What follows belongs to an exercise in optimizing a design on an open flow for small area, a short achievable clock period and few clock cycles per item; a production flow would make more cautious choices. Where RTL was checked, it was by simulation tests only, not by an equivalence proof against the original. For run 2, only the layout was checked, not whether the RTL still works. Power and IR drop assume default switching activity.

==> design.v <==
`default_nettype none
package tss_pkg;
    localparam int S_TDATA_W = 184;
    localparam int S_TUSER_W = 2;
    localparam int M_TDATA_W = 72;
endpackage
`default_nettype wire
`default_nettype none
module threshold_stage_sequencer
#(
    parameter int STAGES = 8
) (
    input  wire logic         aclk,
    input  wire logic         aresetn,
    input  wire logic [183:0] s_tdata,
    input  wire logic [1:0]   s_tuser,
    input  wire logic         s_tvalid,
    output logic              s_tready,
    output logic      [71:0]  m_tdata,
    output logic              m_tvalid,
    input  wire logic         m_tready,
    input  wire logic         cfg_we,
    input  wire logic [3:0]   cfg_wdata
);
    logic rst_q;    
    logic sv;       
    logic adv;
    always_ff @(posedge aclk) begin
        rst_q <= !aresetn;
    end
    assign adv      = !sv;
    assign s_tready = !sv;
    logic [7:0] en;
    always_ff @(posedge aclk) begin
        if (!aresetn) begin
            en <= 8'd0;
        end else if (cfg_we) begin
            for (int i = 0; i < 8; i++) begin
                en[i] <= ({1'b0, cfg_wdata} > 5'(i));
            end
        end
    end
    logic         s0v;
    logic [1:0]   s0op;
    logic [182:0] s0d;
    always_ff @(posedge aclk) begin
        if (!aresetn) begin
            s0v <= 1'b0;
        end else if (adv) begin
            s0v <= s_tvalid;
        end
        if (adv) begin
            s0op <= s_tuser;
            s0d  <= s_tdata[182:0];
        end
    end
    logic [2:0]  s0_idx;
    logic [3:0]  s0_fld;
    logic [31:0] s0_val;
    logic [31:0] s0_now;
    logic        wr1;
    assign s0_idx = s0d[2:0];
    assign s0_fld = s0d[6:3];
    assign s0_val = s0d[38:7];
    assign s0_now = s0d[70:39];
    assign wr1    = s0v && (s0op == 2'd0) && adv;
    logic [895:0] thr;      
    logic [255:0] lim;      
    logic [7:0]   lovf;
    logic [41:0] prod;
    assign prod = ({10'd0, s0_val} << 10) - ({10'd0, s0_val} << 5) + ({10'd0, s0_val} << 3);
    logic [15:0] thr_bus;
    logic [31:0] lim_bus;
    logic        lovf_bus;
    assign thr_bus  = rst_q ? 16'd0 : s0_val[15:0];
    assign lim_bus  = rst_q ? 32'd0 : prod[31:0];
    assign lovf_bus = !rst_q && (prod[41:32] != 10'd0);
    always_ff @(posedge aclk) begin
        for (int i = 0; i < 8; i++) begin
            for (int k = 0; k < 7; k++) begin
                if (rst_q || (wr1 && s0_idx == 3'(i) && s0_fld == 4'(k + 2))) begin
                    thr[(i*7+k)*16 +: 16] <= thr_bus;
                end
            end
            if (rst_q || (wr1 && s0_idx == 3'(i) && s0_fld == 4'd1)) begin
                lim[i*32 +: 32] <= lim_bus;
                lovf[i]         <= lovf_bus;
            end
        end
    end
    logic [31:0] start_r;     
    logic [31:0] s1_now;
    logic [55:0] a_lt, a_gt;
    logic [7:0]  c_a, c_b;
    logic [31:0] d_a, d_b;
    always_comb begin
        for (int i = 0; i < 8; i++) begin
            for (int k = 0; k < 7; k++) begin
                a_lt[i*7+k] = s0d[71+16*k +: 16] < thr[(i*7+k)*16 +: 16];
                a_gt[i*7+k] = s0d[71+16*k +: 16] > thr[(i*7+k)*16 +: 16];
            end
        end
    end
    assign d_a = s0_now - s1_now;
    assign d_b = s0_now - start_r;
    always_comb begin
        for (int i = 0; i < 8; i++) begin
            c_a[i] = !lovf[i] && (d_a > lim[i*32 +: 32]);
            c_b[i] = !lovf[i] && (d_b > lim[i*32 +: 32]);
        end
    end
    logic         s1v;
    logic [1:0]   s1op;
    logic [111:0] s1_rd;
    logic [2:0]   s1_idx;
    logic [3:0]   s1_fld;
    logic [15:0]  s1_val;
    logic [55:0]  s1_alt, s1_agt;
    logic [7:0]   s1_ca, s1_cb;
    always_ff @(posedge aclk) begin
        if (!aresetn) begin
            s1v <= 1'b0;
        end else if (adv) begin
            s1v <= s0v;
        end
        if (adv) begin
            s1op   <= s0op;
            s1_now <= s0_now;
            s1_rd  <= s0d[182:71];
            s1_idx <= s0_idx;
            s1_fld <= s0_fld;
            s1_val <= s0_val[15:0];
            s1_alt <= a_lt;
            s1_agt <= a_gt;
            s1_ca  <= c_a;
            s1_cb  <= c_b;
        end
    end
    logic [7:0]   act_oh;     
    logic [2:0]   act;        
    logic [111:0] lrd;        
    logic [55:0]  blt, bgt;   
    logic [63:0]  mm;         
    logic         lq;         
    logic [63:0]  num;        
    logic [511:0] outw;       
    logic s1_smp, s1_st, s1_ld;
    assign s1_smp = s1v && (s1op == 2'd2);
    assign s1_st  = s1v && (s1op == 2'd1);
    assign s1_ld  = s1v && (s1op == 2'd0);
    logic [7:0] fire, first;
    logic [2:0] first_idx;
    logic       anyf, latch;
    always_comb begin
        for (int i = 0; i < 8; i++) begin
            logic m, x, t;
            m = 1'b0;
            for (int j = 0; j < 8; j++) begin
                m = m | (act_oh[j] & mm[j*8+i]);
            end
            x = 1'b0;
            for (int k = 0; k < 7; k++) begin
                x = x | (s1_alt[i*7+k] & bgt[i*7+k]) | (s1_agt[i*7+k] & blt[i*7+k]);
            end
            t = lq ? s1_ca[i] : s1_cb[i];
            fire[i] = s1_smp && en[i] && m && (t || x);
        end
    end
    always_comb begin
        first     = 8'd0;
        first_idx = 3'd0;
        for (int i = 7; i >= 0; i--) begin
            if (fire[i]) begin
                first     = 8'd1 << i;
                first_idx = 3'(i);
            end
        end
    end
    assign anyf  = |fire;
    assign latch = s1_st || anyf;
    logic [15:0] ld_lrd;
    logic        ld_lt, ld_gt;
    always_comb begin
        ld_lrd = 16'd0;
        for (int k = 0; k < 7; k++) begin
            if (s1_fld == 4'(k + 2)) begin
                ld_lrd = lrd[k*16 +: 16];
            end
        end
    end
    assign ld_lt = ld_lrd < s1_val;
    assign ld_gt = ld_lrd > s1_val;
    always_ff @(posedge aclk) begin
        if (rst_q) begin
            act_oh  <= 8'd1;
            act     <= 3'd0;
            start_r <= 32'd0;
            lrd     <= '0;
            blt     <= '0;
            bgt     <= '0;
            mm      <= '1;
            lq      <= 1'b0;
        end else if (adv) begin
            lq <= latch;
            if (anyf) begin
                act_oh <= first;
                act    <= first_idx;
            end
            if (latch) begin
                start_r <= s1_now;
                lrd     <= s1_rd;
                blt     <= s1_alt;
                bgt     <= s1_agt;
            end
            if (s1_ld) begin
                for (int i = 0; i < 8; i++) begin
                    for (int k = 0; k < 7; k++) begin
                        if (s1_idx == 3'(i) && s1_fld == 4'(k + 2)) begin
                            blt[i*7+k] <= ld_lt;
                            bgt[i*7+k] <= ld_gt;
                        end
                    end
                    if (s1_fld == 4'd0 && s1_idx == 3'(i)) begin
                        for (int j = 0; j < 8; j++) begin
                            mm[j*8+i] <= (s1_val[7:0] == outw[j*64+56 +: 8]);
                        end
                    end
                    if (s1_fld == 4'd13 && s1_idx == 3'(i)) begin
                        for (int j = 0; j < 8; j++) begin
                            mm[i*8+j] <= (s1_val[7:0] == num[j*8 +: 8]);
                        end
                    end
                end
            end
        end
    end
    logic [15:0] val_bus;
    logic        wr2;
    assign val_bus = rst_q ? 16'd0 : s1_val;
    assign wr2     = s1_ld && adv;
    always_ff @(posedge aclk) begin
        for (int i = 0; i < 8; i++) begin
            if (rst_q || (wr2 && s1_idx == 3'(i) && s1_fld == 4'd0)) begin
                num[i*8 +: 8] <= val_bus[7:0];
            end
            if (rst_q || (wr2 && s1_idx == 3'(i) && s1_fld == 4'd9)) begin
                outw[i*64 +: 16] <= val_bus;
            end
            if (rst_q || (wr2 && s1_idx == 3'(i) && s1_fld == 4'd10)) begin
                outw[i*64+16 +: 8] <= val_bus[7:0];
            end
            if (rst_q || (wr2 && s1_idx == 3'(i) && s1_fld == 4'd11)) begin
                outw[i*64+24 +: 16] <= val_bus;
            end
            if (rst_q || (wr2 && s1_idx == 3'(i) && s1_fld == 4'd12)) begin
                outw[i*64+40 +: 16] <= val_bus;
            end
            if (rst_q || (wr2 && s1_idx == 3'(i) && s1_fld == 4'd13)) begin
                outw[i*64+56 +: 8] <= val_bus[7:0];
            end
        end
    end
    logic v2, ch2;
    always_ff @(posedge aclk) begin
        if (!aresetn) begin
            v2 <= 1'b0;
        end else if (adv) begin
            v2 <= s1v;
        end
        if (adv) begin
            ch2 <= anyf;
        end
    end
    logic [63:0] word2;
    logic [67:0] res2;
    always_comb begin
        word2 = 64'd0;
        for (int j = 0; j < 8; j++) begin
            word2 = word2 | ({64{act_oh[j]}} & outw[j*64 +: 64]);
        end
    end
    assign res2 = {word2, act, ch2};
    logic        mv;
    logic [67:0] md, sd;
    always_ff @(posedge aclk) begin
        if (!aresetn) begin
            mv <= 1'b0;
            sv <= 1'b0;
        end else begin
            if (sv) begin
                if (m_tready) begin
                    sv <= 1'b0;
                end
            end else begin
                sv <= mv && !m_tready && v2;
            end
            if (!mv || m_tready) begin
                mv <= sv || v2;
            end
        end
        if (!sv) begin
            sd <= res2;
        end
        if (!mv || m_tready) begin
            md <= sv ? sd : res2;
        end
    end
    assign m_tvalid = mv;
    assign m_tdata  = {4'd0, md};
endmodule
`default_nettype wire
==> run.sh <==
#!/bin/bash
# synth_recipe.tcl (not shown) runs the flow's synth.tcl, then flattens the netlist and writes it again
# the make line also repeats each setting of config.mk as NAME=value (left out here)
make -C /OpenROAD-flow-scripts/flow DESIGN_CONFIG=/design/flow/config.mk WORK_HOME=/design/flow/orfs CLKGATE_MAP_FILE= SYNTH_SCRIPT=/design/flow/synth_recipe.tcl finish
==> config.mk <==
export PLATFORM = sky130hd
export DESIGN_NAME = threshold_stage_sequencer
export DESIGN_NICKNAME = threshold_stage_sequencer
export VERILOG_FILES = /design/flow/design.v
export SDC_FILE = /design/flow/constraint.sdc
export NUM_CORES = 4
export LEC_CHECK = 0
export CAP_MARGIN = 20
export CORE_MARGIN = 2
export CORE_UTILIZATION = 40
export SLEW_MARGIN = 20
==> constraint.sdc <==
create_clock -name core_clock -period 10.0 [get_ports {aclk}]
set_input_delay 2.0000 -clock core_clock [delete_from_list [all_inputs] [get_ports {aclk}]]
set_output_delay 2.0000 -clock core_clock [all_outputs]
set_load 0.01 [all_outputs]
==> flow_metrics.env, run 1 <==
export IMPL_cts_root_buf="clkbuf_16"
export IMPL_regToRegEndpoint="s1_cb[1]"
export IMPL_power_total_w=0.0293
export IMPL_drt_iter0_markers=8650
export IMPL_die_width_um=577
export IMPL_dpl_cell_count=15356
export IMPL_cts_htree_levels=5
export IMPL_synth_edf_count=2263
export IMPL_cts_sinks=2677
export IMPL_fp_dieH_um=577
export IMPL_ys_flop_type="edfxtp_1"
export IMPL_rrSetupSlack_ns=3.43
export IMPL_cp_arrival_ns=7.18
export IMPL_worstReg2RegStart="s0d[39]"
export IMPL_path_class="reg -> reg"
export IMPL_via_per_inst=5.65
export IMPL_ys_top_cells_by_area="edfxtp_1, ha_1, dfxtp_1, inv_1, a21oi_1"
export IMPL_antenna_found_initial=30
export IMPL_clk_pin_slew_ns=0.06
export IMPL_fillers=29246
export IMPL_finalCritPeriodShare_pct=65.7
export IMPL_cp_end_kind="flip-flop"
export IMPL_whs_ns=0.454
export IMPL_drive_gt1_share_pct=7.26
export IMPL_grt_pass1_vias=87488
export IMPL_tightest_slew_ns=1.26
export IMPL_grt_pass1_wl_um=593000
export IMPL_post_dp_hpwl_um=275000
export IMPL_rsz0062_at_grt="false"
export IMPL_max_cap_viol_count=0
export IMPL_power_net_switching_w=0.00820
export IMPL_ir_drop_v=0.000154
export IMPL_ys_ff_latch=2677
export IMPL_dp_worst_setup_slack_ns=3.69
export IMPL_cts_buffers=302
export IMPL_syn_avg_cell_area_um2=12.1
export IMPL_crit_required_ns=10.61
export IMPL_final_max_slew_viol_count=0
export IMPL_clockPowerShare_pct=37.4
export IMPL_hold_path_end="lrd[92]"
export IMPL_fin_skew_ns=0.0757
export IMPL_die_area_um2=333000
export IMPL_synthArstFlopShare_pct=0
export IMPL_synth_largest_area_cell="edfxtp_1"
export IMPL_clockBufferDepth=4
export IMPL_p_leak_nw=60.3
export IMPL_fin_crit_ns=6.57
export IMPL_wl_um=415000
export IMPL_route_detailed_drc=0
export IMPL_hold_viol=0
export IMPL_nNetsFinal=13024
export IMPL_startpoint_type="flip-flop"
export IMPL_synth_cell_type_count=82
export IMPL_swShare_pct=28.0
export IMPL_setup_violations=0
export IMPL_comb_power_share_pct=16.3
export IMPL_cts_tree="built"
export IMPL_min_from="lrd[92]"
export IMPL_io_pins=269
export IMPL_status="finished clean"
export IMPL_multi_input_area_um2=49800
export IMPL_wl_per_cell_um=26.0
export IMPL_synthCells=10838
export IMPL_ys_seq_area_share_pct=58.0
export IMPL_r2r_cells=21
export IMPL_relSlewSlack_pct=15.4
export IMPL_core_area_um2=327000
export IMPL_power_frac_seq_pct=46.3
export IMPL_stdcell_count=15929
export IMPL_layout_setup_ws_ns=3.43
export IMPL_clk_latency_ns=0.95
export IMPL_synth_area_um2=131000
export IMPL_cp_max_fo=8
export IMPL_seq_area_um2=76300
export IMPL_overflow=0
export IMPL_hold_class="reg -> reg"
export IMPL_grt_total_usage_pct=24.3
export IMPL_grt_max_degree=145
export IMPL_fmaxAchievable_mhz=152
export IMPL_routabilityCongestion=0.933
export IMPL_ys_warn_count=1
export IMPL_holdPathStages=2
export IMPL_drtPass1Iterations=6
export IMPL_setup_tns_ns=0
export IMPL_postRouteAntennaNets=0
export IMPL_post_cts_buffers=0
export IMPL_num_vias=90055
export IMPL_syn_to_final_growth_pct=14.4
export IMPL_yosys_area_top_type_share_pct=51.7
export IMPL_pwr_density_cell_nw_per_um2=195
export IMPL_p_int_w=0.0211
export IMPL_cts_resized=0
export IMPL_numPortBuffers=263
export IMPL_row_count=210
export IMPL_initial_core_util_pct=40.2
export IMPL_cts_hold_buffers_added=0
==> layer usage <==
layer	routed length (um)	part of all wire (%)	vias to the layer above	GRT usage (%)
met5	0	0	-	0
met4	21500	5.2	0	11.6
met3	27700	6.7	863	3.37
met2	191000	46	3478	39.3
met1	174000	42	44774	32.3
li1	-	-	40940	-
==> how the worst max path moves through the flow <==
stage,from,to
floorplan,sv,s_tready
global placement,s0d[39],s1_cb[1]
detailed placement,s0d[39],s1_cb[5]
CTS,s0d[39],s1_cb[5]
global route,s0d[39],s1_cb[5]
finish,s0d[39],s1_cb[1]
==> flip-flops by register name (all words and copies together) (netlist names), 4 cells and up <==
register,flops
thr,896
outw,512
lim,232
s0d,183
lrd,112
s1_rd,112
md,68
sd,68
mm,64
num,64
bgt,56
blt,56
s1_agt,56
s1_alt,56
s1_now,32
start_r,32
s1_val,16
act_oh,8
en,8
lovf,8
s1_ca,8
s1_cb,8
s1_fld,4
==> metrics by stage <==
| stage | cell area, um^2 | util [%] |
|---|---|---|
| after floorplan | 131000 | - |
| after global placement | 140000 | 42.9 |
| after detailed placement | 140000 | 42.9 |
| after CTS | 150000 | 45.9 |
| after global routing | 150000 | 45.9 |
| final | 150000 | 45.9 |
==> logic make-up (layout without fill, tap and decap cells) <==
| kind of cell | Yosys count | after routing | synth area share [%] |
|---|---|---|---|
| AO/OA/AOI/OAI | 2453 | 2453 | 11.8 |
| XOR/XNOR | 211 | 211 | 1.41 |
| adder cells (fa/ha/maj) | 1510 | 1510 | 14.5 |
| buffers and inverters | 1579 | 2308 | 4.62 |
| flip-flops | 2677 | 2677 | 58.0 |
| multiplexers | 98 | 98 | 0.825 |
| other | 1 | 17 | 0.00285 |
| AND/OR/NAND/NOR | 2309 | 2309 | 8.74 |
==> synthesized netlist by cell type, types with 8 or more instances <==
cell type / instances
buf_1: 37
and4_1: 14
nor2b_1: 235
a211oi_1: 136
o22ai_1: 138
a21oi_1: 746
a22o_1: 22
and3_1: 16
o21a_1: 182
o2111ai_1: 11
or3_1: 16
or2_2: 11
mux2_2: 73
a221oi_1: 50
mux2i_1: 22
inv_1: 1287
ha_1: 1483
o221ai_1: 8
o21ai_0: 410
nor4_1: 42
a22oi_1: 328
nand3b_1: 12
xnor2_1: 89
and2_1: 13
clkbuf_1: 211
o21bai_1: 12
dfxtp_1: 414
a31oi_1: 53
xor2_1: 122
fa_1: 27
buf_4: 19
o211ai_1: 24
nor3_1: 105
a21o_1: 214
buf_2: 15
nand2_1: 685
nand2b_1: 234
nor2_1: 437
edfxtp_1: 2263
nand4_1: 382
a211o_1: 12
a221o_1: 16
o31ai_1: 40
nand3_1: 93
==> cell usage in the layout, fill, tap and decap left out, types with 52 or more instances in the layout <==
cell type	n
clkbuf_16	310
a21o_1	214
buf_4	190
ha_1	1483
nor3_1	96
inv_1	1286
clkdlybuf4s50_1	263
xor2_1	117
a31oi_1	52
nand2_1	681
clkbuf_1	82
nor2b_1	234
edfxtp_1	2263
nand2b_1	233
nand4_1	382
a211oi_1	136
a22oi_1	328
mux2_2	73
o21ai_0	361
a21oi_1	744
o22ai_1	138
dfxtp_1	404
xnor2_1	68
nand3_1	93
nor2_1	402
o21a_1	182
==> worst max-delay path, cell delays in order, from the launching register on <==
cell and delay [ns]:
edfxtp_1 0.34, inv_1 0.06, ha_1 0.22, fa_1 0.41, nor2b_1 0.13, o21ai_0 0.13
a21oi_1 0.28, o21bai_1 0.23, o311ai_0 0.65, a311oi_1 0.32, o21ai_0 0.52, a21oi_1 0.22
nand3_1 0.12, nand2_1 0.10, xnor2_2 0.76, ha_1 0.25, nand4_1 0.12, nor4_1 0.28
buf_4 0.21, nand3_1 0.09, nor3_1 0.70, a211oi_1 0.10
==> layout make-up <==
cell class	count	area share, %
clock buffer	412	5.55
multi-input combinational	6585	33.1
clock inverter	143	0.894
tap	4346	3.62
antenna	13	0.0216
timing repair buffer	464	2.84
sequential	2677	50.7
inverter	1289	3.23
==> power by group through the flow <==
stage	logic, W	registers (W)	clock network, W
global route	0.00531	0.0136	0.0116
global placement	0.00454	0.0138	0
detailed placement	0.00470	0.0138	0
CTS	0.00474	0.0136	0.0112
finish	0.00477	0.0136	0.0110
floorplan	0.00293	0.0135	0
Testbench counts, summed over its fixed seeds: cycles 10,536, items 10,504.
==> run 2, diff against run 1 <==
--- a/design.v
+++ b/design.v
@@ -6,6 +6,72 @@
 endpackage
 `default_nettype wire
 `default_nettype none
+module tss_cmp #(
+    parameter int W = 16,
+    parameter int LG = 4
+) (
+    input  wire logic [W-1:0] a,
+    input  wire logic [W-1:0] b,
+    output logic              lt,
+    output logic              gt
+);
+    logic [(LG+1)*W-1:0] l, g;
+    assign l[W-1:0] = ~a & b;
+    assign g[W-1:0] = a & ~b;
+    for (genvar v = 0; v < LG; v++) begin : g_lv
+        for (genvar n = 0; n < W; n++) begin : g_n
+            if (n < (W >> (v + 1))) begin : g_node
+                assign g[(v+1)*W+n] = g[v*W+2*n+1] | (~l[v*W+2*n+1] & g[v*W+2*n]);
+                assign l[(v+1)*W+n] = l[v*W+2*n+1] | (~g[v*W+2*n+1] & l[v*W+2*n]);
+            end else begin : g_pad
+                assign g[(v+1)*W+n] = 1'b0;
+                assign l[(v+1)*W+n] = 1'b0;
+            end
+        end
+    end
+    assign lt = l[LG*W];
+    assign gt = g[LG*W];
+endmodule
+`default_nettype wire
+`default_nettype none
+module tss_add #(
+    parameter int W = 32,
+    parameter int LG = 5
+) (
+    input  wire logic [W-1:0] a,
+    input  wire logic [W-1:0] b,
+    input  wire logic         cin,
+    output logic      [W-1:0] sum
+);
+    logic [W-1:0]        p;
+    logic [(LG+1)*W-1:0] gg, pp;
+    assign p = a ^ b;
+    for (genvar i = 0; i < W; i++) begin : g_l0
+        if (i == 0) begin : g_b0
+            assign gg[0] = (a[0] & b[0]) | (p[0] & cin);
+        end else begin : g_bi
+            assign gg[i] = a[i] & b[i];
+        end
+        assign pp[i] = p[i];
+    end
+    for (genvar v = 0; v < LG; v++) begin : g_lv
+        for (genvar i = 0; i < W; i++) begin : g_n
+            if (i >= (1 << v)) begin : g_c
+                assign gg[(v+1)*W+i] = gg[v*W+i] | (pp[v*W+i] & gg[v*W+i-(1<<v)]);
+                assign pp[(v+1)*W+i] = pp[v*W+i] & pp[v*W+i-(1<<v)];
+            end else begin : g_p
+                assign gg[(v+1)*W+i] = gg[v*W+i];
+                assign pp[(v+1)*W+i] = pp[v*W+i];
+            end
+        end
+    end
+    assign sum[0] = p[0] ^ cin;
+    for (genvar i = 1; i < W; i++) begin : g_s
+        assign sum[i] = p[i] ^ gg[LG*W+i-1];
+    end
+endmodule
+`default_nettype wire
+`default_nettype none
 module threshold_stage_sequencer
 #(
     parameter int STAGES = 8
@@ -28,8 +94,7 @@
     always_ff @(posedge aclk) begin
         rst_q <= !aresetn;
     end
-    assign adv      = !sv;
-    assign s_tready = !sv;
+    assign adv = !sv;
     logic [7:0] en;
     always_ff @(posedge aclk) begin
         if (!aresetn) begin
@@ -67,8 +132,18 @@
     logic [895:0] thr;      
     logic [255:0] lim;      
     logic [7:0]   lovf;
-    logic [41:0] prod;
-    assign prod = ({10'd0, s0_val} << 10) - ({10'd0, s0_val} << 5) + ({10'd0, s0_val} << 3);
+    logic [41:0] prod, pa, pb, pc, cs_s, cs_c;
+    assign pa   = {s0_val, 10'd0};
+    assign pb   = ~{6'd0, s0_val, 4'd0};
+    assign pc   = ~{7'd0, s0_val, 3'd0};
+    assign cs_s = pa ^ pb ^ pc;
+    assign cs_c = {(pa[40:0] & pb[40:0]) | (pa[40:0] & pc[40:0]) | (pb[40:0] & pc[40:0]), 1'b1};
+    tss_add #(.W(42), .LG(6)) u_prod (
+        .a   (cs_s),
+        .b   (cs_c),
+        .cin (1'b1),
+        .sum (prod)
+    );
     logic [15:0] thr_bus;
     logic [31:0] lim_bus;
     logic        lovf_bus;
@@ -93,22 +168,45 @@
     logic [55:0] a_lt, a_gt;
     logic [7:0]  c_a, c_b;
     logic [31:0] d_a, d_b;
-    always_comb begin
-        for (int i = 0; i < 8; i++) begin
-            for (int k = 0; k < 7; k++) begin
-                a_lt[i*7+k] = s0d[71+16*k +: 16] < thr[(i*7+k)*16 +: 16];
-                a_gt[i*7+k] = s0d[71+16*k +: 16] > thr[(i*7+k)*16 +: 16];
-            end
-        end
-    end
-    assign d_a = s0_now - s1_now;
-    assign d_b = s0_now - start_r;
-    always_comb begin
-        for (int i = 0; i < 8; i++) begin
-            c_a[i] = !lovf[i] && (d_a > lim[i*32 +: 32]);
-            c_b[i] = !lovf[i] && (d_b > lim[i*32 +: 32]);
-        end
+    for (genvar i = 0; i < 8; i++) begin : g_ac
+        for (genvar k = 0; k < 7; k++) begin : g_k
+            tss_cmp #(.W(16), .LG(4)) u_cmp (
+                .a  (s0d[71+16*k +: 16]),
+                .b  (thr[(i*7+k)*16 +: 16]),
+                .lt (a_lt[i*7+k]),
+                .gt (a_gt[i*7+k])
+            );
+        end
+    end
+    tss_add #(.W(32), .LG(5)) u_da (
+        .a   (s0_now),
+        .b   (~s1_now),
+        .cin (1'b1),
+        .sum (d_a)
+    );
+    tss_add #(.W(32), .LG(5)) u_db (
+        .a   (s0_now),
+        .b   (~start_r),
+        .cin (1'b1),
+        .sum (d_b)
+    );
+    logic [7:0] gt_a, gt_b;
+    for (genvar i = 0; i < 8; i++) begin : g_tc
+        tss_cmp #(.W(32), .LG(5)) u_ca (
+            .a  (d_a),
+            .b  (lim[i*32 +: 32]),
+            .lt (),
+            .gt (gt_a[i])
+        );
+        tss_cmp #(.W(32), .LG(5)) u_cb (
+            .a  (d_b),
+            .b  (lim[i*32 +: 32]),
+            .lt (),
+            .gt (gt_b[i])
+        );
     end
+    assign c_a = ~lovf & gt_a;
+    assign c_b = ~lovf & gt_b;
     logic         s1v;
     logic [1:0]   s1op;
     logic [111:0] s1_rd;
@@ -188,8 +286,12 @@
             end
         end
     end
-    assign ld_lt = ld_lrd < s1_val;
-    assign ld_gt = ld_lrd > s1_val;
+    tss_cmp #(.W(16), .LG(4)) u_ldcmp (
+        .a  (ld_lrd),
+        .b  (s1_val),
+        .lt (ld_lt),
+        .gt (ld_gt)
+    );
     always_ff @(posedge aclk) begin
         if (rst_q) begin
             act_oh  <= 8'd1;
@@ -305,6 +407,17 @@
             md <= sv ? sd : res2;
         end
     end
+    logic rdy;
+    always_ff @(posedge aclk) begin
+        if (!aresetn) begin
+            rdy <= 1'b1;
+        end else if (sv) begin
+            rdy <= m_tready;
+        end else begin
+            rdy <= !(mv && !m_tready && v2);
+        end
+    end
+    assign s_tready = rdy;
     assign m_tvalid = mv;
     assign m_tdata  = {4'd0, md};
 endmodule
--- a/config.mk
+++ b/config.mk
@@ -5,7 +5,9 @@
 export SDC_FILE = /design/flow/constraint.sdc
 export NUM_CORES = 4
 export LEC_CHECK = 0
+export ABC_CLOCK_PERIOD_IN_PS = 2500
 export CAP_MARGIN = 20
 export CORE_MARGIN = 2
 export CORE_UTILIZATION = 40
+export SETUP_SLACK_MARGIN = 5
 export SLEW_MARGIN = 20
==> flow_metrics.env, run 2 <==
export IMPL_status="finished clean"
export IMPL_synth_area_um2=126000
export IMPL_seq_area_um2=76300
export IMPL_rsz0062_at_grt="true"
export IMPL_syn_to_final_growth_pct=16.4
export IMPL_antenna_found_initial=24
export IMPL_syn_avg_cell_area_um2=12.0
export IMPL_ys_warn_count=1
export IMPL_grt_max_degree=136
export IMPL_initial_core_util_pct=40.3
export IMPL_ys_top_cells_by_area="edfxtp_1, maj3_1, dfxtp_1, a21oi_1, o21ai_0"
export IMPL_wl_um=394000
export IMPL_fin_skew_ns=0.0610
export IMPL_critPathTopFamily="compound AO/OA/AOI/OAI gates"
export IMPL_finalCritPeriodShare_pct=51.0
export IMPL_postRouteAntennaNets=0
export IMPL_clockBufferDepth=4
export IMPL_cts_tree="built"
export IMPL_dpl_cell_count=14567
export IMPL_cp_buffers_inverters=1
export IMPL_cts_sinks=2678
export IMPL_cp_max_fo=17
export IMPL_ys_ff_latch=2678
export IMPL_fp_dieH_um=565
export IMPL_die_width_um=565
export IMPL_cp_end_kind="flip-flop"
export IMPL_io_pins=269
export IMPL_pwr_density_cell_nw_per_um2=203
export IMPL_dp_worst_setup_slack_ns=3.60
export IMPL_numPortBuffers=263
export IMPL_tightest_slew_ns=1.24
export IMPL_largest_register_ffs=896
export IMPL_wl_per_cell_um=25.8
export IMPL_synth_largest_area_cell="edfxtp_1"
export IMPL_synthArstFlopShare_pct=0
export IMPL_layout_setup_ws_ns=4.90
export IMPL_final_cell_mix="edfxtp_1, maj3_1, a21oi_1"
export IMPL_hold_viol=0
export IMPL_grt_pass1_wl_um=571000
export IMPL_fillers=27789
export IMPL_die_area_um2=319000
export IMPL_drive_gt1_share_pct=11.3
export IMPL_hold_class="reg -> reg"
export IMPL_crit_required_ns=10.72
export IMPL_cp_arrival_ns=5.82
export IMPL_multi_input_area_um2=48300
export IMPL_relSlewSlack_pct=17.2
export IMPL_top_regs="thr: 896 flops, outw: 512 flops, lim: 232 flops"
export IMPL_fmaxAchievable_mhz=196
export IMPL_yosys_area_top_type_share_pct=54.0
export IMPL_synth_edf_count=2263
export IMPL_max_cap_viol_count=0
export IMPL_synthCells=10480
export IMPL_p_leak_nw=50.2
export IMPL_power_total_w=0.0298
export IMPL_crit_slowest_cell="edfxtp_1"
export IMPL_grt_total_usage_pct=23.9
export IMPL_route_detailed_drc=0
export IMPL_clk_latency_ns=0.92
export IMPL_overflow=0
export IMPL_core_area_um2=312000
export IMPL_post_dp_hpwl_um=254000
export IMPL_ys_flop_type="edfxtp_1"
export IMPL_crit_top_cell="maj3_2"
export IMPL_via_per_inst=5.84
export IMPL_row_count=205
export IMPL_drtPass1Iterations=8
export IMPL_yosysMostFrequentCell="edfxtp_1"
export IMPL_clk_pin_slew_ns=0.06
export IMPL_largest_register="thr"
export IMPL_cts_htree_levels=5
export IMPL_max_stage_delay_ns=0.47
export IMPL_setup_tns_ns=0
export IMPL_grt_pass1_vias=87203
export IMPL_setup_violations=0
export IMPL_cts_root_buf="clkbuf_16"
export IMPL_whs_ns=0.453
export IMPL_ys_seq_area_share_pct=60.6
export IMPL_num_vias=89128
export IMPL_final_max_slew_viol_count=0
export IMPL_fin_crit_ns=5.10
export IMPL_startpoint_type="flip-flop"
export IMPL_cts_buffers=307
export IMPL_routabilityCongestion=0.913
export IMPL_yosys_top_cells_count="edfxtp_1, maj3_1, a21oi_1"
export IMPL_crit_chain="buf_4 -> ha_4 -> o21ai_1 -> a21o_1 -> a31o_2 -> a211oi_4 -> nor3_4 -> nor3_1 -> o21ai_0 -> and3_4 -> o21a_1 -> o22a_1 -> maj3_2 -> maj3_2 -> maj3_2 -> maj3_2 -> a221o_1 -> a31oi_2"
export IMPL_nNetsFinal=11175
export IMPL_synth_cell_type_count=107
export IMPL_stdcell_count=15249
export IMPL_ir_drop_v=0.000149
export IMPL_mostFrequentLayoutCell="edfxtp_1"
export IMPL_drt_iter0_markers=8955
export IMPL_path_class="reg -> reg"
export IMPL_rrSetupSlack_ns=4.90
-- run 2: cell count changes in the layout (fill, tap and decap cells not counted), moves of 256 or more --
cell	change
nand2b_1	+256
o21ai_0	+283
inv_1	-955
maj3_1	+977
nand4_1	-265
ha_1	-1395
-- run 2: metal layers --
layer  track usage, %  part of all wire (%)
met4             10.1                   4.7
met1             31.2                    41
met5                0                 0.015
met2             39.5                    47
met3             3.79                   7.1
-- run 2: area by class of cell --
| type | count | share of cell area (%) |
|---|---|---|
| clock inverter | 157 | 1.09 |
| inverter | 345 | 0.896 |
| clock buffer | 405 | 5.82 |
| timing repair buffer | 560 | 3.56 |
| antenna | 7 | 0.0120 |
| tap | 4140 | 3.54 |
| sequential | 2678 | 52.1 |
| multi-input combinational | 6957 | 33.0 |
-- run 2: worst register-to-register path, stage by stage (launching register included) --
cell and delay, ns:
edfxtp_1 0.47, buf_4 0.19, ha_4 0.27, o21ai_1 0.08, a21o_1 0.23, a31o_2 0.33, a211oi_4 0.41, nor3_4 0.09
nor3_1 0.33, o21ai_0 0.22, and3_4 0.30, o21a_1 0.14, o22a_1 0.19, maj3_2 0.31, maj3_2 0.33, maj3_2 0.31
maj3_2 0.30, a221o_1 0.27, a31oi_2 0.16
-- run 2: where the power goes --
group          switching [W]  internal [W]  leakage (nW)
clock                0.00470       0.00666          4.92
sequential          0.000693        0.0131          26.6
combinational        0.00282       0.00181          18.7
total                0.00821        0.0216          50.2
-- run 2: path summary, 6_finish.rpt --
path	from	to	cells past startpoint
worst max-delay path	s0d[42]	s1_cb[7]	18
worst min-delay path	start_r[13]	start_r[13]	2
worst max register to register	s0d[42]	s1_cb[7]	18
worst min register to register	start_r[13]	start_r[13]	2
-- run 2: cell families after synthesis --
kind of cell / Yosys count / share of synthesized area (%)
AO/OA/AOI/OAI: 2837 / 14.3
AND/OR/NAND/NOR: 2669 / 10.8
other: 1 / 0.00298
XOR/XNOR: 201 / 1.40
flip-flops: 2678 / 60.6
adder cells (fa/ha/maj): 1149 / 9.58
multiplexers: 95 / 0.832
buffers and inverters: 850 / 2.57
-- run 2: stage by stage --
stage	cell area [um^2]	util, %
floorplan	126000	-
global placement	134000	42.8
detailed placement	134000	42.8
CTS	146000	46.6
global route	146000	46.9
finish	146000	46.9
-- run 2: what timing repair did --
item | 4_1_cts | 5_1_grt
pin swaps | 116 | 116
resized for setup | 246 | 136
gates cloned | 9 | 2
hold buffers | 0 | 0
buffers inserted | 62 | 40
endpoints found under the setup margin | 290 | 272

[port drivers added, routing unchanged]
The flow's constraints put no driver on any port. The routed layouts listed below were extracted and timed again, unchanged, in two steps. Step 1 (the two cells are an assumption about what drives the block):
set clk [get_ports {aclk}]
set_driving_cell -lib_cell sky130_fd_sc_hd__clkbuf_16 $clk
set_driving_cell -lib_cell sky130_fd_sc_hd__buf_2 [delete_from_list [all_inputs] $clk]
Step 2, shift: input delay + t, output delay - t, t = (earliest + latest rising clock arrival at the registers) / 2. This alone moves slack from input paths to output paths. Three values: no drivers, after step 1, after step 2; two values: the first two.
run	shift t [ns]	slack for setup (ns)	cell pins on the clock port's net
run 1	1.017	3.435 / 3.435 / 3.435	1
run 2	0.990	4.904 / 4.904 / 4.904	1
After both steps setup and hold are still met in every run listed.
